What follows belongs to an exercise in optimizing a design on an open flow for small area, a short achievable clock period and few clock cycles per item; a production flow would make more cautious choices.
Only simulation tests tie the RTL to the original design; equivalence was not proved.
Power figures rest on the tool's default switching activity, not on a simulated workload.

## peer_table_replay_filter_top
module peer_table_replay_filter_top #(
   parameter int PEER_SLOTS = ptrf_pkg::PEER_SLOTS_DEFAULT
) (
   input  logic                          clock,
   input  logic                          reset,
   input  logic                          csr_write_enable,
   input  logic                          csr_write_data,
   input  logic                          req_valid,
   output logic                          req_stall,
   input  logic [ptrf_pkg::MODE_W-1:0]   req_mode,
   input  logic [ptrf_pkg::MAC_W-1:0]    req_peer_mac,
   input  logic [ptrf_pkg::MEMBER_W-1:0] req_member_id,
   input  logic [ptrf_pkg::SEQ_W-1:0]    req_sequence_req,
   input  logic                          req_reset_window,
   output logic                          rsp_valid,
   input  logic                          rsp_stall,
   output logic [ptrf_pkg::STATUS_W-1:0] rsp_status,
   output logic                          rsp_found,
   output logic [ptrf_pkg::SLOT_W-1:0]   rsp_slot,
   output logic [ptrf_pkg::MAC_W-1:0]    rsp_found_mac
);
For scale: roughly 1100 flip-flops.
export LEC_CHECK = 0
export CAP_MARGIN = 20
export CORE_MARGIN = 2
export CORE_UTILIZATION = 50
export CTS_BUF_LIST = sky130_fd_sc_hd__clkbuf_8
export SETUP_SLACK_MARGIN = 2.3
export SLEW_MARGIN = 20
create_clock -name core_clock -period 5.0 [get_ports {clock}]
run.sh (not shown) runs the stock make flow with config.mk's settings and CLKGATE_MAP_FILE= SYNTH_SCRIPT=/design/flow/synth_recipe.tcl, a recipe that flattens the netlist after the stock synthesis.
The starting point produced a clean layout.
Testbench counts at the start, summed over its fixed seeds: cycles 6,448, requests 6,400.
Next try:
--- a/flow/config.mk
+++ b/flow/config.mk
@@ -11,3 +11,5 @@
 export CTS_BUF_LIST = sky130_fd_sc_hd__clkbuf_8
-export SETUP_SLACK_MARGIN = 2.3
+export CTS_CLUSTER_DIAMETER = 50
+export CTS_CLUSTER_SIZE = 20
+export SETUP_SLACK_MARGIN = 2.5
 export SLEW_MARGIN = 20
=> Clock power came out lower by 17%; setup slack improved by 130 ps; via count came out lower by 1.1%; area after synthesis is unchanged; global-route usage came out lower by 0.22 points; hold slack got worse by 6.9 ps; core utilization is about the same.
Next try:
--- a/flow/config.mk
+++ b/flow/config.mk
@@ -7,2 +7,3 @@
 export LEC_CHECK = 0
+export ABC_AREA = 1
 export CAP_MARGIN = 20
@@ -11,4 +12,2 @@
 export CTS_BUF_LIST = sky130_fd_sc_hd__clkbuf_8
-export CTS_CLUSTER_DIAMETER = 50
-export CTS_CLUSTER_SIZE = 20
 export SETUP_SLACK_MARGIN = 2.5
The changed run finished clean.
Total power is higher by 6.4%.
Final cell count is higher by 20%.
Utilization barely changes.
Final area is higher by 2.4%.
Die area is higher by 3.2%.
Via count is higher by 22%.
First-iteration DRC count is higher by 55%.
Setup slack loses 230 ps.
Count of clock-buffer cells in the layout is higher by 66.
Wire length is higher by 22%.
Next try:
--- a/flow/config.mk
+++ b/flow/config.mk
@@ -7,3 +7,2 @@
 export LEC_CHECK = 0
-export ABC_AREA = 1
 export CAP_MARGIN = 20
@@ -11,3 +10,4 @@
 export CORE_UTILIZATION = 50
-export CTS_BUF_LIST = sky130_fd_sc_hd__clkbuf_8
+export CTS_CLUSTER_DIAMETER = 60
+export CTS_CLUSTER_SIZE = 24
 export SETUP_SLACK_MARGIN = 2.5
Effect: Routed wire length falls by 17%; synthesized area went down by 3.1%; worst hold slack improved by 24 ps; utilization came out higher by 1.3 points; fmax goes up by 9.2%; worst setup slack improved by 250 ps; flip-flop and latch count stays the same.

== build 69 ==
peer_table_replay_filter_top again, from the RTL that the note above started with.
export LEC_CHECK = 0
export CAP_MARGIN = 20
export CORE_MARGIN = 2
export CORE_UTILIZATION = 50
export CTS_BUF_LIST = sky130_fd_sc_hd__clkbuf_8
export SETUP_SLACK_MARGIN = 2.5
export SLEW_MARGIN = 20
create_clock -name core_clock -period 5.0 [get_ports {clock}]
Build 69 completed every stage of the flow, and the final layout passed the timing, design-rule and antenna checks.
Testbench counts of build 69, summed over its fixed seeds: cycles 6,448, requests 6,400.
Modified inputs, build 50 compared to build 69
# build 69
export LEC_CHECK = 0
export CAP_MARGIN = 20
export CORE_MARGIN = 2
export CORE_UTILIZATION = 50
export CTS_BUF_LIST = sky130_fd_sc_hd__clkbuf_8
export SETUP_SLACK_MARGIN = 2.5
export SLEW_MARGIN = 20
create_clock -name core_clock -period 5.0 [get_ports {clock}]
# build 50
export LEC_CHECK = 0
export CAP_MARGIN = 20
export CORE_MARGIN = 2
export CORE_UTILIZATION = 50
export PLACE_DENSITY = 0.75
export SETUP_SLACK_MARGIN = 2.5
export SLEW_MARGIN = 20
create_clock -name core_clock -period 5.0 [get_ports {clock}]
==> comparison <==
Re number of non-clock buffers: build 69 was lower than build 50. Build 50 — sequential share of layout area 0.77 points lower, build 69 as reference. Against build 69, area occupied by multi-input gates in build 50 rose slightly. Higher routed via count divided by cell count goes to build 50 over build 69. On clock network fraction of total power, the lower figure sits with build 69, not build 50. NOTE: number of placed cells counting well taps in build 50 falls short of that of build 69.
The inputs of build 70 differ from those of build 50 as listed below.
# build 50
export LEC_CHECK = 0
export CAP_MARGIN = 20
export CORE_MARGIN = 2
export CORE_UTILIZATION = 50
export PLACE_DENSITY = 0.75
export SETUP_SLACK_MARGIN = 2.5
export SLEW_MARGIN = 20
create_clock -name core_clock -period 5.0 [get_ports {clock}]
# build 70
export LEC_CHECK = 0
export CAP_MARGIN = 20
export CORE_MARGIN = 2
export CORE_UTILIZATION = 60
export CTS_BUF_LIST = sky130_fd_sc_hd__clkbuf_8
export SETUP_SLACK_MARGIN = 2.5
export SLEW_MARGIN = 20
create_clock -name core_clock -period 5.0 [get_ports {clock}]
[summary]
In build 70, the post-route met1 wirelength came out 810 um below the value in build 50. STATUS core footprint: build 70 wins against build 50. As of build 70, wire length of the first global-routing pass had risen slightly compared to build 50. Compared with build 50, in build 70 proportion of cell area occupied by registers has increased, highest achievable clock rate has decreased.
Relative to build 70, the following input files were edited for build 35:
# build 70
export LEC_CHECK = 0
export CAP_MARGIN = 20
export CORE_MARGIN = 2
export CORE_UTILIZATION = 60
export CTS_BUF_LIST = sky130_fd_sc_hd__clkbuf_8
export SETUP_SLACK_MARGIN = 2.5
export SLEW_MARGIN = 20
create_clock -name core_clock -period 5.0 [get_ports {clock}]
# build 35
export LEC_CHECK = 0
export CAP_MARGIN = 20
export CORE_MARGIN = 2
export CORE_UTILIZATION = 50
export CTS_BUF_LIST = sky130_fd_sc_hd__clkbuf_4 sky130_fd_sc_hd__clkbuf_8
export SETUP_SLACK_MARGIN = 2.4
export SLEW_MARGIN = 20
export TNS_END_PERCENT = 10
create_clock -name core_clock -period 5.0 [get_ports {clock}]
### Flow results
- Build 70 -> build 35: maximum frequency increased slightly
- Diff build 70 -> build 35: number of global-route vias before repair shows no meaningful change; combinational group share of total power -0.2 points.
- Between build 70 and build 35, the post-synthesis instance total figures differ only marginally.
- Diff build 70 -> build 35 | count of standard-cell rows | increase of about 10%
- Comparing build 70 and build 35, number of filler instances in the final layout is higher on build 35.
- For count of multi-input gates, build 70 and build 35 come out practically identical.
- Compared build 35 vs build 70, and wire length is up in build 35.

==> static timing again, ports no longer ideal <==
No port has a modelled driver above. Below, the same layouts with a new extraction and two added sets of constraints.
Step 1: set_driving_cell puts a clkbuf_16 on clock and a buf_2 on each other input, an assumption about the parent block.
Step 2 moves the port delays by t, midway between the first and last clock arrival at a register: inputs arrive t later, outputs are due t later. That takes back most of the time a late clock gives input paths.
Slacks: no drivers / after step 1 / after step 2; pairs: no drivers / after step 1.
run | t, ns | slack for setup (ns) | hold slack, ns | worst setup path after step 2 | latest minus earliest clock arrival (ns)
the first run of note 1 | 0.918 | 2.147 / 2.190 / 1.271 | 0.379 / 0.379 / 0.379 | input to register | 0.042 / 0.043
the second run of note 1 | 0.851 | 2.276 / 2.276 / 1.590 | 0.373 / 0.373 / 0.373 | input to register | 0.036 / 0.036
the third run of note 1 | 0.963 | 2.041 / 2.041 / 1.482 | 0.367 / 0.367 / 0.367 | input to register | 0.051 / 0.051
the fourth run of note 1 | 0.726 | 2.291 / 2.291 / 1.717 | 0.391 / 0.391 / 0.391 | input to register | 0.034 / 0.034
build 69 | 0.917 | 2.317 / 2.249 / 1.492 | 0.383 / 0.383 / 0.383 | input to register | 0.039 / 0.038
build 50 | 0.740 | 2.286 / 2.286 / 1.655 | 0.372 / 0.372 / 0.372 | input to register | 0.047 / 0.047
build 70 | 0.867 | 2.058 / 2.058 / 1.554 | 0.381 / 0.381 / 0.381 | input to register | 0.041 / 0.041
build 35 | 0.937 | 2.109 / 2.151 / 1.214 | 0.372 / 0.367 / 0.372 | input to register | 0.039 / 0.040
After both steps setup and hold are still met in every run listed. The setup slack of build 35, which loses most, moves by +0.042 ns with the drivers and by -0.895 ns with both steps.
